Background: an optimization exercise with open tools, aiming at small area, a short achievable clock period and few clock cycles per item. Do not read the settings as production practice.
Function was checked by simulation only, so behaviour that the tests miss may differ from the original.
Power and IR drop assume default switching activity.

==> flow/design.v <==
package egbr_pkg;
    localparam int BUFFER_WORDS_DEF     = 3;
    localparam int MAX_PREFIX_ZEROS_DEF = 15;
    localparam int QUEUE_DEPTH          = 2;
    localparam int QPTR_W               = $clog2(QUEUE_DEPTH);
    localparam int QCNT_W               = $clog2(QUEUE_DEPTH + 1);
    localparam int MAX_COUNT            = 32;
    localparam logic [2:0] KIND_LOAD = 3'd0;
    localparam logic [2:0] KIND_GET  = 3'd1;
    localparam logic [2:0] KIND_SHOW = 3'd2;
    localparam logic [2:0] KIND_UE   = 3'd3;
    localparam logic [2:0] KIND_SE   = 3'd4;
    localparam logic [1:0] ST_OK    = 2'd0;
    localparam logic [1:0] ST_UNDER = 2'd1;
    localparam logic [1:0] ST_LONG  = 2'd2;
    localparam logic [1:0] ST_FULL  = 2'd3;
    typedef enum logic [2:0] {
        OP_NONE,
        OP_LOAD,
        OP_GET,
        OP_SHOW,
        OP_UE,
        OP_SE
    } t_op;
    typedef struct packed {
        logic [2:0]  kind;
        logic [31:0] stream_word;
        logic [5:0]  bit_count;
    } t_in_word;
    typedef struct packed {
        logic signed [32:0] value;
        logic [1:0]         status;
        logic [6:0]         bits_available;
    } t_out_word;
    typedef struct packed {
        t_op         op;
        logic [31:0] stream_word;
        logic [5:0]  count;
    } t_op_word;
    localparam int OP_WORD_W = 3 + 32 + 6;
    typedef struct packed {
        logic     valid;
        t_op_word entry;
    } t_q_head;
endpackage
module exp_golomb_bit_reader_top
#(
    parameter int BUFFER_WORDS     = egbr_pkg::BUFFER_WORDS_DEF,
    parameter int MAX_PREFIX_ZEROS = egbr_pkg::MAX_PREFIX_ZEROS_DEF
) (
    input  logic      i_clk,
    input  logic      i_rst_n,
    input  logic        i_in_valid,
    input  logic [40:0] i_in_word,     
    output logic        o_in_stall,
    output logic        o_out_valid,
    output logic [41:0] o_out_word,    
    input  logic        i_out_stall
);
    localparam logic [1:0] M_ZERO = 2'd0;
    localparam logic [1:0] M_RAW  = 2'd1;
    localparam logic [1:0] M_UE   = 2'd2;
    localparam logic [1:0] M_SE   = 2'd3;
    logic [31:0] r_w0, r_w1, r_w2;
    logic [2:0]  r_rsel;         
    logic [4:0]  r_ofs;          
    logic [1:0]  r_nw;           
    logic        r_out_valid;
    logic [31:0] r_part;         
    logic [2:0]  r_rsh;          
    logic [1:0]  r_mode;
    logic [1:0]  r_status;
    logic [2:0]  kind;
    logic [31:0] data;
    logic [5:0]  count;
    assign kind  = i_in_word[40:38];
    assign data  = i_in_word[37:6];
    assign count = i_in_word[5] ? 6'd32 : i_in_word[5:0];
    logic is_load, is_get, is_rd, is_ue, is_exp;
    assign is_load = (kind == egbr_pkg::KIND_LOAD);
    assign is_get  = (kind == egbr_pkg::KIND_GET);
    assign is_rd   = (kind == egbr_pkg::KIND_GET) || (kind == egbr_pkg::KIND_SHOW);
    assign is_ue   = (kind == egbr_pkg::KIND_UE);
    assign is_exp  = (kind == egbr_pkg::KIND_UE) || (kind == egbr_pkg::KIND_SE);
    logic stall, take;
    assign stall      = r_out_valid && i_out_stall;
    assign take       = i_in_valid && !stall;
    assign o_in_stall = stall;
    logic [31:0] first, second;
    assign first  = ({32{r_rsel[0]}} & r_w0) | ({32{r_rsel[1]}} & r_w1) | ({32{r_rsel[2]}} & r_w2);
    assign second = ({32{r_rsel[0]}} & r_w1) | ({32{r_rsel[1]}} & r_w2) | ({32{r_rsel[2]}} & r_w0);
    logic [62:0] a0;
    logic [46:0] a1;
    logic [38:0] a2;
    logic [34:0] a3;
    logic [32:0] a4;
    logic [31:0] top32;
    assign a0    = {first, second[31:1]};
    assign a1    = r_ofs[4] ? a0[46:0] : a0[62:16];
    assign a2    = r_ofs[3] ? a1[38:0] : a1[46:8];
    assign a3    = r_ofs[2] ? a2[34:0] : a2[38:4];
    assign a4    = r_ofs[1] ? a3[32:0] : a3[34:2];
    assign top32 = r_ofs[0] ? a4[31:0] : a4[32:1];
    logic [15:0] top16;
    assign top16 = top32[31:16];
    logic [15:0] first_one;
    logic        long_code;
    always_comb begin
        for (int k = 0; k < 16; k++)
            first_one[k] = top16[15-k] && ((top16 & ~(16'hFFFF >> k)) == 16'd0);
    end
    assign long_code = (top16 == 16'd0);
    logic [6:0] exp_pick;
    always_comb begin
        logic [5:0] s;
        exp_pick = '0;
        for (int k = 0; k < 16; k++) begin
            s = {1'b0, r_ofs} + 6'(2*k + 1);
            exp_pick = exp_pick | ({7{first_one[k]}} & {s[5] && (s[4:0] != 5'd0), s[5], s[4:0]});
        end
    end
    logic       exp_over, exp_wrap;
    logic [4:0] exp_ofs;
    assign {exp_over, exp_wrap, exp_ofs} = exp_pick;
    logic [4:0] zeros;
    always_comb begin
        zeros = 5'd16;
        for (int i = 0; i < 16; i++) begin
            if (top16[i]) zeros = 5'(15 - i);
        end
    end
    logic [5:0] sum_rd;
    logic       rd_wrap, rd_over;
    assign sum_rd  = {1'b0, r_ofs} + count;
    assign rd_wrap = sum_rd[5];
    assign rd_over = sum_rd[5] && (sum_rd[4:0] != 5'd0);
    logic held16;
    assign held16 = r_nw[1] || (r_nw[0] && (r_ofs <= 5'd16));
    logic [1:0] status;
    logic [1:0] mode;
    logic       consume;
    logic       wrap;
    logic       load_ok;
    always_comb begin
        status  = egbr_pkg::ST_OK;
        mode    = M_ZERO;
        consume = 1'b0;
        load_ok = 1'b0;
        wrap    = 1'b0;
        if (is_load) begin
            if (r_nw == 2'd3) status = egbr_pkg::ST_FULL;
            else              load_ok = 1'b1;
        end else if (is_rd) begin
            if ((r_nw == 2'd0 && count != 6'd0) || (r_nw == 2'd1 && rd_over)) begin
                status = egbr_pkg::ST_UNDER;
            end else begin
                mode    = (count == 6'd0) ? M_ZERO : M_RAW;
                consume = is_get;
                wrap    = rd_wrap;
            end
        end else if (is_exp) begin
            if (long_code) begin
                status = held16 ? egbr_pkg::ST_LONG : egbr_pkg::ST_UNDER;
            end else if (r_nw == 2'd0 || (r_nw == 2'd1 && exp_over)) begin
                status = egbr_pkg::ST_UNDER;
            end else begin
                mode    = is_ue ? M_UE : M_SE;
                consume = 1'b1;
                wrap    = exp_wrap;
            end
        end
    end
    logic [4:0] ofs_next;
    assign ofs_next = is_exp ? exp_ofs : sum_rd[4:0];
    logic [4:0]  rsh;
    logic [31:0] p1, part;
    assign rsh  = is_exp ? {~zeros[3:0], 1'b1} : 5'(6'd32 - count);
    assign p1   = rsh[4] ? {16'b0, top32[31:16]} : top32;
    assign part = rsh[3] ? {8'b0, p1[31:8]} : p1;
    logic [2:0] wsel;
    always_comb begin
        unique case (r_nw)
            2'd0:    wsel = r_rsel;
            2'd1:    wsel = {r_rsel[1:0], r_rsel[2]};
            default: wsel = {r_rsel[0], r_rsel[2:1]};
        endcase
    end
    always_ff @(posedge i_clk) begin
        if (!i_rst_n) begin
            r_rsel <= 3'b001;
            r_ofs  <= '0;
            r_nw   <= '0;
        end else if (take) begin
            if (consume) r_ofs <= ofs_next;
            if (consume && wrap) r_rsel <= {r_rsel[1:0], r_rsel[2]};
            if (load_ok)               r_nw <= r_nw + 2'd1;
            else if (consume && wrap)  r_nw <= r_nw - 2'd1;
        end
    end
    always_ff @(posedge i_clk) begin
        if (take && load_ok && wsel[0]) r_w0 <= data;
    end
    always_ff @(posedge i_clk) begin
        if (take && load_ok && wsel[1]) r_w1 <= data;
    end
    always_ff @(posedge i_clk) begin
        if (take && load_ok && wsel[2]) r_w2 <= data;
    end
    always_ff @(posedge i_clk) begin
        if (!i_rst_n)    r_out_valid <= 1'b0;
        else if (!stall) r_out_valid <= i_in_valid;
    end
    always_ff @(posedge i_clk) begin
        if (take) begin
            r_part   <= part;
            r_rsh    <= rsh[2:0];
            r_mode   <= mode;
            r_status <= status;
        end
    end
    logic [31:0] q1, q2, code;
    assign q1   = r_rsh[2] ? {4'b0, r_part[31:4]} : r_part;
    assign q2   = r_rsh[1] ? {2'b0, q1[31:2]} : q1;
    assign code = r_rsh[0] ? {1'b0, q2[31:1]} : q2;
    logic [15:0] any_below;      
    always_comb begin
        for (int i = 0; i < 16; i++) any_below[i] = |(code[15:0] & 16'((32'd1 << i) - 32'd1));
    end
    logic [32:0] value;
    always_comb begin
        unique case (r_mode)
            M_ZERO:  value = '0;
            M_RAW:   value = {1'b0, code};
            M_UE:    value = {17'b0, code[15:0] ^ ~any_below};
            default: begin
                for (int i = 0; i < 15; i++)
                    value[i] = code[i+1] ^ (code[0] && ((code[15:0] & 16'((32'd2 << i) - 32'd2)) != '0));
                value[32:15] = {18{code[0] && (code[15:1] != 15'd0)}};
            end
        endcase
    end
    assign o_out_valid = r_out_valid;
    assign o_out_word  = {value, r_status, 7'({r_nw, 5'b0}) - 7'(r_ofs)};
endmodule
Settings: LEC_CHECK=0, ABC_AREA=1, CAP_MARGIN=20, CORE_MARGIN=2, CORE_UTILIZATION=45, PLACE_DENSITY=0.65, SETUP_SLACK_MARGIN=1.2, SLEW_MARGIN=20; clock period 5.0 ns.
run.sh (not shown) runs the stock make flow with config.mk's settings and CLKGATE_MAP_FILE= SYNTH_SCRIPT=/design/flow/synth_recipe.tcl, a recipe that flattens the netlist after the stock synthesis.
The baseline completed with no timing, DRC or antenna violations.
Testbench counts at the start, summed over its fixed seeds: cycles 12,008, items 12,000.
Change:
--- a/flow/design.v
+++ b/flow/design.v
@@ -65,11 +65,13 @@
     logic [2:0]  r_rsel;         
     logic [4:0]  r_ofs;          
     logic [1:0]  r_nw;           
-    logic        r_out_valid;
+    logic        r_mid_valid;
     logic [31:0] r_part;         
     logic [2:0]  r_rsh;          
     logic [1:0]  r_mode;
     logic [1:0]  r_status;
+    logic        r_out_valid;
+    logic [41:0] r_out;
     logic [2:0]  kind;
     logic [31:0] data;
     logic [5:0]  count;
@@ -83,7 +85,7 @@
     assign is_ue   = (kind == egbr_pkg::KIND_UE);
     assign is_exp  = (kind == egbr_pkg::KIND_UE) || (kind == egbr_pkg::KIND_SE);
     logic stall, take;
-    assign stall      = r_out_valid && i_out_stall;
+    assign stall      = r_mid_valid && r_out_valid && i_out_stall;
     assign take       = i_in_valid && !stall;
     assign o_in_stall = stall;
     logic [31:0] first, second;
@@ -207,8 +209,8 @@
         if (take && load_ok && wsel[2]) r_w2 <= data;
     end
     always_ff @(posedge i_clk) begin
-        if (!i_rst_n)    r_out_valid <= 1'b0;
-        else if (!stall) r_out_valid <= i_in_valid;
+        if (!i_rst_n)    r_mid_valid <= 1'b0;
+        else if (!stall) r_mid_valid <= i_in_valid;
     end
     always_ff @(posedge i_clk) begin
         if (take) begin
@@ -239,6 +241,15 @@
             end
         endcase
     end
+    logic adv;
+    assign adv = !(r_out_valid && i_out_stall);
+    always_ff @(posedge i_clk) begin
+        if (!i_rst_n)  r_out_valid <= 1'b0;
+        else if (adv)  r_out_valid <= r_mid_valid;
+    end
+    always_ff @(posedge i_clk) begin
+        if (adv && r_mid_valid) r_out <= {value, r_status, 7'({r_nw, 5'b0}) - 7'(r_ofs)};
+    end
     assign o_out_valid = r_out_valid;
-    assign o_out_word  = {value, r_status, 7'({r_nw, 5'b0}) - 7'(r_ofs)};
+    assign o_out_word  = r_out;
 endmodule
Result: The new run passed the timing, DRC and antenna checks; die area is higher by 12%; non-clock buffer count is lower by 43; power is higher by about 11%; setup slack improved by 770 ps; sequential cell count is higher by 43; clock skew barely changes; wire length is higher by 1.8%; global-route usage is lower by 2.7 points; combinational power is lower by about 2%; area after synthesis is higher by 12%.
Testbench counts after the change, summed over its fixed seeds: cycles 12,016, items 12,000.

---

Setup of job 1815:
Another version of the RTL of exp_golomb_bit_reader_top (not shown whole).
Size: about 190 flip-flops, ~14000 sq um of cells after synthesis.
export LEC_CHECK = 0
export ABC_AREA = 1
export CAP_MARGIN = 20
export CORE_MARGIN = 2
export CORE_UTILIZATION = 40
export CTS_BUF_LIST = sky130_fd_sc_hd__clkbuf_8
export PLACE_DENSITY = 0.55
export SETUP_SLACK_MARGIN = 1.4
export SLEW_MARGIN = 20
create_clock -name core_clock -period 5.0 [get_ports {i_clk}]
standard.sh (not shown) runs the stock make flow with config.mk's settings and CLKGATE_MAP_FILE= SYNTH_SCRIPT=/design/flow/synth_recipe.tcl, a recipe that flattens the netlist after the stock synthesis.
==> flow/flow/run.sh <==
#!/bin/bash
set -euo pipefail
export BUFFER_PORTS_ARGS="-buffer_cell sky130_fd_sc_hd__buf_2"
bash standard.sh > flow_make.log 2>&1
Testbench counts of job 1815, summed over its fixed seeds: cycles 12,016, items 12,000.
diff inputs: job 1815 => job 1302
--- a/flow/design.v
+++ b/flow/design.v
@@ -119,26 +119,24 @@
         exp_pick = '0;
         for (int k = 0; k < 16; k++) begin
             s  = {1'b0, r_ofs} + 6'(2*k + 1);
             ok = (r_nw != 2'd0) && !(r_nw == 2'd1 && s[5] && (s[4:0] != 5'd0));
             exp_pick = exp_pick | ({7{first_one[k]}} & {ok, ok && s[5], s[4:0]});
         end
     end
     logic       exp_ok, exp_wrap;
     logic [4:0] exp_ofs;
     assign {exp_ok, exp_wrap, exp_ofs} = exp_pick;
-    logic [4:0] zeros;
-    always_comb begin
-        zeros = 5'd16;
-        for (int i = 0; i < 16; i++) begin
-            if (top16[i]) zeros = 5'(15 - i);
-        end
+    logic [3:0] zeros;
+    always_comb begin
+        zeros = '0;
+        for (int k = 0; k < 16; k++) zeros = zeros | ({4{first_one[k]}} & 4'(k));
     end
     logic [5:0] sum_rd;
     logic       rd_wrap, rd_over;
     assign sum_rd  = {1'b0, r_ofs} + count;
     assign rd_wrap = sum_rd[5];
     assign rd_over = sum_rd[5] && (sum_rd[4:0] != 5'd0);
     logic held16;
     assign held16 = r_nw[1] || (r_nw[0] && (r_ofs <= 5'd16));
     logic rd_ok;
     assign rd_ok = !((r_nw == 2'd0 && count != 6'd0) || (r_nw == 2'd1 && rd_over));
@@ -162,21 +160,21 @@
             else if (!exp_ok) status = egbr_pkg::ST_UNDER;
             else              mode   = is_ue ? M_UE : M_SE;
         end
     end
     assign consume = is_exp ? exp_ok : (is_get && rd_ok);
     assign wrap    = is_exp ? exp_wrap : (is_get && rd_ok && rd_wrap);
     logic [4:0] ofs_next;
     assign ofs_next = is_exp ? exp_ofs : sum_rd[4:0];
     logic [4:0]  rsh;
     logic [31:0] p1, part;
-    assign rsh  = is_exp ? {~zeros[3:0], 1'b1} : 5'(6'd32 - count);
+    assign rsh  = is_exp ? {~zeros, 1'b1} : 5'(6'd32 - count);
     assign p1   = rsh[4] ? {16'b0, top32[31:16]} : top32;
     assign part = rsh[3] ? {8'b0, p1[31:8]} : p1;
     logic [2:0] wsel;
     always_comb begin
         unique case (r_nw)
             2'd0:    wsel = r_rsel;
             2'd1:    wsel = {r_rsel[1:0], r_rsel[2]};
             default: wsel = {r_rsel[0], r_rsel[2:1]};
         endcase
     end
Results
- Both conditions hold for job 1302: the flow ran to the end and the final layout passed the timing, DRC and antenna checks.
- Comparing job 1815 and job 1302, the lower number of inverters outside the clock class in the layout was measured on job 1815.
- Diff job 1815 -> job 1302: synthesized cell count now sits higher; total placed cells including tap cells grew by about 1%; area after synthesis went down; reg2reg setup slack went down by 60 ps; wire length up 4.7%.
- Going from job 1815 to job 1302, final period utilization up 1.2 points, measured slew at the worst slew-check pin moved up.
- Compared with job 1815, job 1302 shows a higher non-clock buffer count.
- Diff job 1815 -> job 1302 | switching power total | up by a few percent
Testbench counts of job 1302, summed over its fixed seeds: cycles 12,016, items 12,000.

---

Setup of north:
exp_golomb_bit_reader_top again, from the RTL that the note above started with.
==> flow/design.v (excerpt) <==
module exp_golomb_bit_reader_top
#(
    parameter int BUFFER_WORDS     = egbr_pkg::BUFFER_WORDS_DEF,
    parameter int MAX_PREFIX_ZEROS = egbr_pkg::MAX_PREFIX_ZEROS_DEF
) (
    input  logic      i_clk,
    input  logic      i_rst_n,
    input  logic        i_in_valid,
    input  logic [40:0] i_in_word,     
    output logic        o_in_stall,
    output logic        o_out_valid,
    output logic [41:0] o_out_word,    
    input  logic        i_out_stall
);
==> flow/config.mk <==
export PLATFORM = sky130hd
export DESIGN_NAME = exp_golomb_bit_reader_top
export DESIGN_NICKNAME = exp_golomb_bit_reader_top
export VERILOG_FILES = /design/flow/design.v
export SDC_FILE = /design/flow/constraint.sdc
export NUM_CORES = 4
export LEC_CHECK = 0
export ABC_AREA = 1
export CAP_MARGIN = 20
export CORE_MARGIN = 2
export CORE_UTILIZATION = 45
export CTS_BUF_LIST = sky130_fd_sc_hd__clkbuf_8
export PLACE_DENSITY = 0.65
export SETUP_SLACK_MARGIN = 1.8
export SLEW_MARGIN = 20
==> flow/constraint.sdc <==
create_clock -name core_clock -period 5.0 [get_ports {i_clk}]
set_input_delay 1.0000 -clock core_clock [delete_from_list [all_inputs] [get_ports {i_clk}]]
set_output_delay 1.0000 -clock core_clock [all_outputs]
set_load 0.01 [all_outputs]
Scripts as last shown in full above: flow/flow/run.sh
Testbench counts of north, summed over its fixed seeds: cycles 12,016, items 12,000.
#### Input delta (south over north)
-- flow/design.v --
<<< north, line 116
    always_comb begin
        logic [5:0] s;
        logic       ok;
        exp_pick = '0;
        for (int k = 0; k < 16; k++) begin
            s  = {1'b0, r_ofs} + 6'(2*k + 1);
            ok = (r_nw != 2'd0) && !(r_nw == 2'd1 && s[5] && (s[4:0] != 5'd0));
            exp_pick = exp_pick | ({7{first_one[k]}} & {ok, ok && s[5], s[4:0]});
        end
    end
    logic       exp_ok, exp_wrap;
    logic [4:0] exp_ofs;
    assign {exp_ok, exp_wrap, exp_ofs} = exp_pick;
    logic [4:0] zeros;
    always_comb begin
>>> south, line 116
    always_comb begin
        logic [5:0] s;
        exp_pick = '0;
        for (int k = 0; k < 16; k++) begin
            s = {1'b0, r_ofs} + 6'(2*k + 1);
            exp_pick = exp_pick | ({7{first_one[k]}} & {s[5] && (s[4:0] != 5'd0), s[5], s[4:0]});
        end
    end
    logic       exp_over, exp_wrap;
    logic [4:0] exp_ofs;
    assign {exp_over, exp_wrap, exp_ofs} = exp_pick;
    logic [4:0] zeros;
    always_comb begin
<<< north, line 141
    logic held16;
    assign held16 = r_nw[1] || (r_nw[0] && (r_ofs <= 5'd16));
    logic rd_ok;
    assign rd_ok = !((r_nw == 2'd0 && count != 6'd0) || (r_nw == 2'd1 && rd_over));
    logic [1:0] status;
    logic [1:0] mode;
    logic       load_ok;
    logic       wrap;
    logic       consume;
    always_comb begin
        status  = egbr_pkg::ST_OK;
        mode    = M_ZERO;
        load_ok = 1'b0;
        if (is_load) begin
            if (r_nw == 2'd3) status = egbr_pkg::ST_FULL;
            else              load_ok = 1'b1;
        end else if (is_rd) begin
            if (!rd_ok) status = egbr_pkg::ST_UNDER;
            else        mode   = (count == 6'd0) ? M_ZERO : M_RAW;
        end else if (is_exp) begin
            if (long_code)    status = held16 ? egbr_pkg::ST_LONG : egbr_pkg::ST_UNDER;
            else if (!exp_ok) status = egbr_pkg::ST_UNDER;
            else              mode   = is_ue ? M_UE : M_SE;
        end
    end
    assign consume = is_exp ? exp_ok : (is_get && rd_ok);
    assign wrap    = is_exp ? exp_wrap : (is_get && rd_ok && rd_wrap);
    logic [4:0] ofs_next;
    assign ofs_next = is_exp ? exp_ofs : sum_rd[4:0];
>>> south, line 139
    logic held16;
    assign held16 = r_nw[1] || (r_nw[0] && (r_ofs <= 5'd16));
    logic [1:0] status;
    logic [1:0] mode;
    logic       consume;
    logic       wrap;
    logic       load_ok;
    always_comb begin
        status  = egbr_pkg::ST_OK;
        mode    = M_ZERO;
        consume = 1'b0;
        load_ok = 1'b0;
        wrap    = 1'b0;
        if (is_load) begin
            if (r_nw == 2'd3) status = egbr_pkg::ST_FULL;
            else              load_ok = 1'b1;
        end else if (is_rd) begin
            if ((r_nw == 2'd0 && count != 6'd0) || (r_nw == 2'd1 && rd_over)) begin
                status = egbr_pkg::ST_UNDER;
            end else begin
                mode    = (count == 6'd0) ? M_ZERO : M_RAW;
                consume = is_get;
                wrap    = rd_wrap;
            end
        end else if (is_exp) begin
            if (long_code) begin
                status = held16 ? egbr_pkg::ST_LONG : egbr_pkg::ST_UNDER;
            end else if (r_nw == 2'd0 || (r_nw == 2'd1 && exp_over)) begin
                status = egbr_pkg::ST_UNDER;
            end else begin
                mode    = is_ue ? M_UE : M_SE;
                consume = 1'b1;
                wrap    = exp_wrap;
            end
        end
    end
    logic [4:0] ofs_next;
    assign ofs_next = is_exp ? exp_ofs : sum_rd[4:0];
<<< north, line 188
        end else if (take) begin
            if (consume) r_ofs <= ofs_next;
            if (wrap) r_rsel <= {r_rsel[1:0], r_rsel[2]};
            if (load_ok)    r_nw <= r_nw + 2'd1;
            else if (wrap)  r_nw <= r_nw - 2'd1;
        end
    end
>>> south, line 195
        end else if (take) begin
            if (consume) r_ofs <= ofs_next;
            if (consume && wrap) r_rsel <= {r_rsel[1:0], r_rsel[2]};
            if (load_ok)               r_nw <= r_nw + 2'd1;
            else if (consume && wrap)  r_nw <= r_nw - 2'd1;
        end
    end
Notes after the runs:
Compared with north, south degrades maximum achievable frequency. Per the comparison of south with north, total buffers and inverters traversed by the critical path decreased 1, post-layout minimum cycle time increased 0.12 ns, global-route usage fell 0.29 points. Relative to north, the number of vias in the routed layout of south is higher by 0.71%. Compared with north, in south area after synthesis now smaller; critical path depth now larger; worst-path maximum fanout now smaller; sum of internal, switching and leakage power now smaller. north → south: non-clock buffering overhead in the final layout higher; routability congestion estimate from global placement level. Final-layout worst hold slack on south is down relative to north.
Testbench counts of south, summed over its fixed seeds: cycles 12,016, items 12,000.

[static timing again, ports no longer ideal]
In the flow no input, the clock included, has a driving cell. The finished layouts below were timed again as built, in two steps.
Step 1 (the two cells are an assumption about what drives the block):
set clk [get_ports {i_clk}]
set_driving_cell -lib_cell sky130_fd_sc_hd__clkbuf_16 $clk
set_driving_cell -lib_cell sky130_fd_sc_hd__buf_2 [delete_from_list [all_inputs] $clk]
Step 2, shift: input delay + t, output delay - t, t = (earliest + latest rising clock arrival at the registers) / 2. This alone moves slack from input paths to output paths.
Three values: ideal ports, drivers, drivers and shift; two values: the first two.
| run | shift t [ns] | setup WS [ns] | latest minus earliest clock arrival (ns) | worst data-port slew with drivers (ns) | cell pins on the clock port's net |
|---|---|---|---|---|---|
| the first run of note 1 | 0.484 | 0.644 / 0.597 / 1.075 | 0.015 / 0.016 | 0.05 | 1 |
| the second run of note 1 | 0.510 | 1.414 / 1.414 / 1.037 | 0.016 / 0.017 | 0.04 | 1 |
| job 1815 | 0.558 | 1.640 / 1.640 / 1.263 | 0.018 / 0.018 | 0.04 | 1 |
| job 1302 | 0.571 | 1.579 / 1.579 / 1.094 | 0.022 / 0.022 | 0.04 | 1 |
| north | 0.550 | 1.870 / 1.870 / 1.455 | 0.027 / 0.026 | 0.06 | 1 |
| south | 0.566 | 1.752 / 1.752 / 1.377 | 0.017 / 0.017 | 0.05 | 1 |
After both steps every run listed still meets setup and hold. For job 1302, which loses most, drivers alone change the setup slack by 0.000 ns; drivers and shift together by -0.485 ns.
